From an optimization exercise on the open Yosys and OpenROAD flow, aimed at small area; shortcuts taken in it are not production practice. At most, simulation tests tie the RTL to the original design; equivalence was not proved. Power and IR drop assume default switching activity.

trial 60:
// anemometer_period_speed_meter_top
module anemometer_period_speed_meter_top (
  input  logic                           clk_i,
  input  logic                           rst_ni,
  input  logic                           in_valid_i,
  output logic                           in_ready_o,
  input  apm_pkg::in_word_t              in_word_i,
  output logic                           out_valid_o,
  input  logic                           out_ready_i,
  output apm_pkg::out_word_t             out_word_o,
  input  logic                           cfg_we_i,
  input  logic [apm_pkg::CfgIdxBits-1:0] cfg_index_i,
  input  logic [apm_pkg::DataBits-1:0]   cfg_data_i
);
==> flow/config.mk <==
export PLATFORM = sky130hd
export DESIGN_NAME = anemometer_period_speed_meter_top
export DESIGN_NICKNAME = anemometer_period_speed_meter_top
export VERILOG_FILES = /design/flow/design.v
export SDC_FILE = /design/flow/constraint.sdc
export NUM_CORES = 4
export LEC_CHECK = 0
export CAP_MARGIN = 20
export CORE_MARGIN = 2
export CORE_UTILIZATION = 40
export CTS_BUF_LIST = sky130_fd_sc_hd__clkbuf_16
export CTS_CLUSTER_DIAMETER = 60
export CTS_CLUSTER_SIZE = 32
export SLEW_MARGIN = 20
==> flow/constraint.sdc <==
create_clock -name core_clock -period 9.0 [get_ports {clk_i}]
set_input_delay 1.8000 -clock core_clock [delete_from_list [all_inputs] [get_ports {clk_i}]]
set_output_delay 1.8000 -clock core_clock [all_outputs]
set_load 0.01 [all_outputs]
standard.sh (not shown) runs the stock make flow with config.mk's settings and CLKGATE_MAP_FILE= SYNTH_SCRIPT=/design/flow/synth_recipe.tcl, a recipe that flattens the netlist after the stock synthesis.
==> flow/flow/run.sh <==
#!/bin/bash
# The standard layout (the standard.sh), with the port buffers made of the smallest
# buffer cell instead of the resizer's default pick. Everything else is the standard flow.
set -euo pipefail
bash standard.sh BUFFER_PORTS_ARGS="-buffer_cell sky130_fd_sc_hd__buf_1" finish > standard_flow.log 2>&1
Trial 60 went all the way through synthesis, placement and routing and the layout is clean on timing, DRC and antenna.
Edits applied to the flow inputs when going from trial 60 to trial 86:
Settings: changing CTS_CLUSTER_SIZE from 32 to 25; changing CTS_CLUSTER_DIAMETER from 60 to 100.
### Flow results
Trial 86 vs. trial 60: fraction of area in multi-input gates went up by 1.3 points. In the metrics for trial 86 and trial 60, the one carrying the lower combinational fraction of design power is trial 60. Compared with trial 60, trial 86 instantiates a smaller number of cells. Re compound-cell area share of the yosys netlist: no difference whatsoever between trial 86 and trial 60. Average vias per placed instance: trial 86 vs trial 60 up 0.022.

the baseline:
Another version of the RTL of anemometer_period_speed_meter_top (not shown whole).
Size: about 320 flip-flops, about 230 I/O pins.
## anemometer_period_speed_meter_top
module anemometer_period_speed_meter_top (
  input  logic                           clk_i,
  input  logic                           rst_ni,
  input  logic                           in_valid_i,
  output logic                           in_ready_o,
  input  apm_pkg::in_word_t              in_word_i,
  output logic                           out_valid_o,
  input  logic                           out_ready_i,
  output apm_pkg::out_word_t             out_word_o,
  input  logic                           cfg_we_i,
  input  logic [apm_pkg::CfgIdxBits-1:0] cfg_index_i,
  input  logic [apm_pkg::DataBits-1:0]   cfg_data_i
);
  localparam logic [2:0] PIdle = 3'd0;
  localparam logic [2:0] PElap = 3'd1;
  localparam logic [2:0] PAcc  = 3'd2;
  localparam logic [2:0] PRpm  = 3'd3;
  localparam logic [2:0] PMms  = 3'd4;
  localparam logic [2:0] PMul  = 3'd5;
  localparam logic [2:0] PMph  = 3'd6;
  ...
clock: 9.0 ns
lec_check: 0
cap_margin: 20
core_margin: 2
core_utilization: 40
cts_buf_list: sky130_fd_sc_hd__clkbuf_4
slew_margin: 20
run.sh (not shown) runs the stock make flow with config.mk's settings and CLKGATE_MAP_FILE= SYNTH_SCRIPT=/design/flow/synth_recipe.tcl, a recipe that flattens the netlist after the stock synthesis.
Stock flow here: none of the scripts above is used.
diff inputs: the baseline => the candidate
==> flow/flow/run.sh (new file) <==
#!/bin/bash
# The standard layout (the standard.sh), with the port buffers made of the smallest
# buffer cell instead of the resizer's default pick. Everything else is the standard flow.
set -euo pipefail
bash standard.sh BUFFER_PORTS_ARGS="-buffer_cell sky130_fd_sc_hd__buf_1" finish > standard_flow.log 2>&1
==> flow/standard.sh (new file) <==
#!/bin/bash
# synth_recipe.tcl (not shown) runs the flow's synth.tcl, then flattens the netlist and writes it again
# the make line also repeats each setting of config.mk as NAME=value (left out here)
make -C /OpenROAD-flow-scripts/flow DESIGN_CONFIG=/design/flow/config.mk WORK_HOME=/design/flow/orfs CLKGATE_MAP_FILE= SYNTH_SCRIPT=/design/flow/synth_recipe.tcl "${@:-finish}"
removed: flow/run.sh
- Global-route usage delta (the candidate -> the baseline): insignificant
- Routed wire length (the candidate over the baseline): decrease, 0.41%
- The candidate has completed all stages; timing, DRC and antenna checks passed.
- Changes observed in the candidate relative to the baseline: total power shows a reduction of about 3.4%; via count flat.
No run of this note included a check of the RTL's function; only the layout flow was run.

## violet
The RTL this note starts from:
==> flow/design.v <==
package apm_pkg;
  localparam int unsigned DataBits   = 32;
  localparam int unsigned RpmBits    = 30;
  localparam int unsigned CfgIdxBits = 2;
  localparam logic [CfgIdxBits-1:0] CfgDebounce    = 2'd0;
  localparam logic [CfgIdxBits-1:0] CfgStopTimeout = 2'd1;
  localparam logic [CfgIdxBits-1:0] CfgSpeedScale  = 2'd2;
  localparam logic OpPulse = 1'b0;
  localparam logic OpPoll  = 1'b1;
  localparam logic [DataBits-1:0] DebounceReset = 32'd40000;
  localparam logic [DataBits-1:0] StopReset     = 32'd3000000;
  localparam logic [DataBits-1:0] ScaleReset    = 32'd558584000;
  localparam logic [DataBits-1:0] RpmQ4Num = 32'd960000000;
  localparam int unsigned     MphNumBits = 18;
  localparam int unsigned     MphDenBits = 17;
  localparam logic [MphNumBits-1:0] MphNum = 18'd223694;
  localparam logic [MphDenBits-1:0] MphDen = 17'd100000;
  localparam int unsigned     ProdBits     = DataBits + MphNumBits;
  localparam int unsigned     MphDigitBits = 4;
  localparam int unsigned     MphSteps     = (ProdBits + MphDigitBits - 1) / MphDigitBits;
  localparam int unsigned     MphQuotBits  = MphSteps * MphDigitBits;
  localparam int unsigned DivSteps = DataBits;
  localparam int unsigned CntBits  = $clog2(DivSteps);
  localparam int unsigned QueueDepth     = 2;
  localparam int unsigned QueuePtrBits   = $clog2(QueueDepth);
  localparam int unsigned QueueCountBits = $clog2(QueueDepth + 1);
  typedef struct packed {
    logic                operation;
    logic [DataBits-1:0] now_us;
  } in_word_t;
  typedef struct packed {
    logic                pulse_accepted;
    logic [DataBits-1:0] revolutions;
    logic [DataBits-1:0] period_us;
    logic [RpmBits-1:0]  rpm_q4;
    logic [DataBits-1:0] speed_mm_per_s;
    logic [DataBits-1:0] speed_milli_mph;
  } out_word_t;
  typedef struct packed {
    logic                pulse_accepted;
    logic [DataBits-1:0] revolutions;
    logic [DataBits-1:0] period_us;
  } job_t;
endpackage
module anemometer_period_speed_meter_top (
  input  logic                           clk_i,
  input  logic                           rst_ni,
  input  logic                           in_valid_i,
  output logic                           in_ready_o,
  input  apm_pkg::in_word_t              in_word_i,
  output logic                           out_valid_o,
  input  logic                           out_ready_i,
  output apm_pkg::out_word_t             out_word_o,
  input  logic                           cfg_we_i,
  input  logic [apm_pkg::CfgIdxBits-1:0] cfg_index_i,
  input  logic [apm_pkg::DataBits-1:0]   cfg_data_i
);
  localparam logic [2:0] PIdle = 3'd0;
  localparam logic [2:0] PElap = 3'd1;
  localparam logic [2:0] PAcc  = 3'd2;
  localparam logic [2:0] PRpm  = 3'd3;
  localparam logic [2:0] PMms  = 3'd4;
  localparam logic [2:0] PMul  = 3'd5;
  localparam logic [2:0] PMph  = 3'd6;
  localparam logic [2:0] POut  = 3'd7;
  localparam logic [31:0] RpmNum = 32'd960000000;
  localparam logic [31:0] MulK   = 32'd111847;
  localparam logic [16:0] MulD   = 17'd50000;
  logic [31:0] deb_q, stop_q, scale_q;
  logic [31:0] last_q, period_q, count_q;
  logic        pulse_q;
  logic [2:0]  ph_q;
  logic [4:0]  it_q;      
  logic [1:0]  sl_q;      
  logic        c_q;       
  logic        m_q;       
  logic        sg_q;      
  logic [61:0] u_q;       
  logic [31:0] r_q;       
  logic [16:0] x_q;       
  logic        sat_q;
  always_ff @(posedge clk_i or negedge rst_ni) begin
    if (!rst_ni) begin
      deb_q   <= apm_pkg::DebounceReset;
      stop_q  <= apm_pkg::StopReset;
      scale_q <= apm_pkg::ScaleReset;
    end else if (cfg_we_i) begin
      case (cfg_index_i)
        apm_pkg::CfgDebounce:    deb_q   <= cfg_data_i;
        apm_pkg::CfgStopTimeout: stop_q  <= cfg_data_i;
        apm_pkg::CfgSpeedScale:  scale_q <= cfg_data_i;
        default: ;
      endcase
    end
  end
  logic elap, acc, div, mul, mph, busy, first, k0, k3, it0;
  assign elap  = ph_q == PElap;
  assign acc   = ph_q == PAcc;
  assign div   = (ph_q == PRpm) | (ph_q == PMms);
  assign mul   = ph_q == PMul;
  assign mph   = ph_q == PMph;
  assign busy  = elap | div | mul | mph;
  assign k0    = sl_q == 2'd0;
  assign k3    = sl_q == 2'd3;
  assign it0   = it_q == 5'd0;
  assign inc   = (ph_q == PRpm) & (it_q == 5'd31);
  assign first = ((ph_q == PRpm) & (it_q == 5'd30)) | (ph_q == PMms | mul) & (it_q == 5'd31);
  logic        accept, last_nz, counted, timeout;
  assign in_ready_o = acc;
  assign accept     = acc & in_valid_i;
  assign last_nz    = |last_q;
  logic [31:0] cmpb; logic [32:0] cc; logic cres;
  assign cmpb = in_word_i.operation ? stop_q : deb_q;
  always_comb begin
    cc[0] = ~in_word_i.operation;
    for (int i = 0; i < 32; i++) cc[i+1] = (r_q[i] & ~cmpb[i]) | (cc[i] & (r_q[i] | ~cmpb[i]));
  end
  assign cres = cc[32];
  assign counted    = (in_word_i.operation == apm_pkg::OpPulse) && cres;
  assign timeout    = (in_word_i.operation == apm_pkg::OpPoll) && last_nz && cres;
  always_ff @(posedge clk_i) begin
    if (!rst_ni) begin
      last_q   <= '0;
      period_q <= '0;
    end else if (accept) begin
      if (counted) begin
        last_q  <= in_word_i.now_us;
        if (last_nz) period_q <= r_q;
      end else if (timeout) begin
        period_q <= '0;
      end
    end
  end
  always_ff @(posedge clk_i) begin
    if (accept) pulse_q <= counted;
  end
  logic       inc;
  logic [7:0] sum;
  always_ff @(posedge clk_i) begin
    if (!rst_ni) begin
      count_q <= '0;
    end else if (inc & pulse_q) begin
      case (sl_q)
        2'd0: count_q[7:0]   <= sum;
        2'd1: count_q[15:8]  <= sum;
        2'd2: count_q[23:16] <= sum;
        default: count_q[31:24] <= sum;
      endcase
    end
  end
  logic [7:0]  now_k, last_k, per_k, cnt_k, mulk_k, a, d, b;
  logic        per_zero, dbit, in0, sub, inv, cin, co, sgn, q;
  logic [16:0] t2, xadd;
  logic        xbit, ge2, sat_now, q2;
  always_comb begin
    case (sl_q)
      2'd0: begin now_k = in_word_i.now_us[7:0];   last_k = last_q[7:0];   per_k = period_q[7:0];   cnt_k = count_q[7:0];   end
      2'd1: begin now_k = in_word_i.now_us[15:8];  last_k = last_q[15:8];  per_k = period_q[15:8];  cnt_k = count_q[15:8];  end
      2'd2: begin now_k = in_word_i.now_us[23:16]; last_k = last_q[23:16]; per_k = period_q[23:16]; cnt_k = count_q[23:16]; end
      default: begin now_k = in_word_i.now_us[31:24]; last_k = last_q[31:24]; per_k = period_q[31:24]; cnt_k = count_q[31:24]; end
    endcase
  end
  assign mulk_k = MulK[{sl_q, 3'd0} +: 8];
  assign per_zero = ~|period_q;
  assign dbit     = (ph_q == PRpm) ? RpmNum[it_q] : scale_q[it_q];
  assign xbit    = mul ? (~first & r_q[7]) : r_q[31];
  assign t2      = {x_q[15:0], xbit};
  assign ge2     = t2 >= MulD;
  assign sat_now = x_q >= MulD;
  assign q2      = ge2 | sat_q | sat_now;
  assign xadd    = mul ? {16'd0, co} : (ge2 ? (17'd0 - MulD) : 17'd0);
  assign in0 = div ? dbit : (mph & q2);
  assign sub = div & (first | ~sg_q);
  assign inv = elap | (sub & ~inc);
  always_comb begin
    if (elap)       a = now_k;
    else if (inc)   a = cnt_k;
    else if (first) a = {7'd0, k0 & in0};
    else            a = {r_q[6:0], k0 ? in0 : m_q};
  end
  always_comb begin
    if (elap)                d = last_k;
    else if (div & ~inc)     d = per_k;
    else if (mul & u_q[31])  d = mulk_k;
    else                     d = '0;
  end
  assign b   = d ^ {8{inv}};
  assign cin = k0 ? (inv | inc) : c_q;
  assign {co, sum} = {1'b0, a} + {1'b0, b} + {8'd0, cin};
  assign sgn = (first ? 1'b0 : r_q[7]) ^ sub ^ co;
  assign q   = ~sgn & ~per_zero;
  always_ff @(posedge clk_i) begin
    if (busy) begin
      r_q <= {sum, r_q[31:8]};
      c_q <= co;
      m_q <= r_q[7];
    end
    if (div & k3) sg_q <= sgn;
  end
  always_ff @(posedge clk_i) begin
    if (div & k3)             u_q        <= {u_q[60:0], q};
    else if (mul & k3)        u_q[31:0]  <= {u_q[30:0], u_q[31]};
  end
  always_ff @(posedge clk_i) begin
    if ((mul & k3) | (mph & k0)) x_q <= t2 + xadd;
    else if (!(mul | mph))       x_q <= '0;
    sat_q <= mph & (sat_q | sat_now);
  end
  always_ff @(posedge clk_i or negedge rst_ni) begin
    if (!rst_ni) begin
      ph_q <= PIdle;
    end else begin
      case (ph_q)
        PIdle:   if (in_valid_i) ph_q <= PElap;
        PElap:   if (k3) ph_q <= PAcc;
        PAcc:    ph_q <= in_valid_i ? PRpm : PIdle;
        PRpm:    if (k3 & it0) ph_q <= PMms;
        PMms:    if (k3 & it0) ph_q <= PMul;
        PMul:    if (k3 & it0) ph_q <= PMph;
        PMph:    if (k3 & it0) ph_q <= POut;
        default: if (out_ready_i) ph_q <= PIdle;
      endcase
    end
  end
  always_ff @(posedge clk_i) begin
    sl_q <= busy ? sl_q + 1'b1 : 2'd0;
    if (!(div | mul | mph)) it_q <= 5'd31;
    else if (k3)            it_q <= it_q - 1'b1;
  end
  assign out_valid_o = ph_q == POut;
  assign out_word_o  = {pulse_q, count_q, period_q, u_q, r_q};
endmodule
clock: 9.0 ns
lec_check: 0
cap_margin: 5
core_margin: 2
core_utilization: 65
cts_buf_list: sky130_fd_sc_hd__clkbuf_16
cts_cluster_diameter: 100
cts_cluster_size: 25
slew_margin: 5
standard.sh (not shown) runs the stock make flow with config.mk's settings and CLKGATE_MAP_FILE= SYNTH_SCRIPT=/design/flow/synth_recipe.tcl, a recipe that flattens the netlist after the stock synthesis.
==> flow/flow/run.sh <==
#!/bin/bash
# The standard layout (the standard.sh), with the port buffers made of the smallest
# buffer cell instead of the resizer's default pick. Everything else is the standard flow.
set -euo pipefail
bash standard.sh BUFFER_PORTS_ARGS="-buffer_cell sky130_fd_sc_hd__buf_1" finish > standard_flow.log 2>&1
No stage failed in violet, and the final checks on the layout all came back clean.
What maple does differently from violet at the input level:
- swapping 5 for 20 in SLEW_MARGIN
- swapping 100 for 80 in CTS_CLUSTER_DIAMETER
- swapping sky130_fd_sc_hd__clkbuf_16 for sky130_fd_sc_hd__clkbuf_8 in CTS_BUF_LIST
- swapping 25 for 16 in CTS_CLUSTER_SIZE
- swapping 5 for 20 in CAP_MARGIN
- swapping 65 for 40 in CORE_UTILIZATION
Results
Delta (maple minus violet): design area rose 250 um2; first-pass GRT wire length rose 10%; maximum frequency from static timing analysis about even.
The following lists how amber was set up differently from maple:
- CTS_CLUSTER_DIAMETER changed from 80 to 100
- CTS_BUF_LIST changed from sky130_fd_sc_hd__clkbuf_8 to sky130_fd_sc_hd__clkbuf_16
- CTS_CLUSTER_SIZE changed from 16 to 25
--- outcome ---
Cells: amber has fewer instances than maple. Between amber and maple, the clock power share figures differ only marginally. Summary: with maple as the reference, reported leakage power in amber moved down slightly. Cmp amber vs maple: via density per instance higher in amber. amber ended up with a higher critical path depth than maple did. The portion of the clock cycle consumed by the worst path in the final layout on amber is in line with that on maple. The portion of total power attributed to sequential cells was comparable across amber and maple. amber | stages: all done | timing, DRC, antenna: all pass.

==> separate check: timing with driven ports <==
The results above use ideal ports. As a check the final layouts listed here were re-extracted and re-timed, cells and wires unchanged.
Step 1 (the two cells are an assumption about what drives the block):
set clk [get_ports {clk_i}]
set_driving_cell -lib_cell sky130_fd_sc_hd__clkbuf_16 $clk
set_driving_cell -lib_cell sky130_fd_sc_hd__buf_2 [delete_from_list [all_inputs] $clk]
Step 2 adds t to the input delays and takes it off the output delays; t is the mean of the earliest and latest rising clock arrival at the registers after step 1. Input paths then give back, and output paths get back, about the clock's delay inside the block.
Slacks: ideal ports / drivers / drivers and shift; pairs: ideal ports / drivers.
| run | t, ns | setup WS [ns] | worst hold slack (ns) | worst slew at a driven data input, ns | pins driven straight from the clock port |
|---|---|---|---|---|---|
| trial 60 | 0.618 | 0.885 / 0.885 / 0.846 | 0.454 / 0.454 / 0.454 | 0.09 | 1 |
| trial 86 | 0.563 | 0.836 / 0.836 / 0.836 | 0.436 / 0.436 / 0.436 | 0.09 | 1 |
| the baseline | 0.811 | 1.725 / 1.725 / 1.466 | 0.440 / 0.440 / 0.440 | 0.08 | 1 |
| the candidate | 0.809 | 1.570 / 1.570 / 1.570 | 0.442 / 0.442 / 0.442 | 0.07 | 1 |
| violet | 0.564 | 1.862 / 1.862 / 1.780 | 0.454 / 0.454 / 0.454 | 0.06 | 1 |
| maple | 0.649 | 1.861 / 1.861 / 1.861 | 0.443 / 0.443 / 0.443 | 0.08 | 1 |
| amber | 0.565 | 1.854 / 1.854 / 1.854 | 0.452 / 0.452 / 0.452 | 0.08 | 1 |
After both steps setup and hold are still met in every run listed. For the baseline, which loses most, drivers alone change the setup slack by 0.000 ns; drivers and shift together by -0.259 ns.
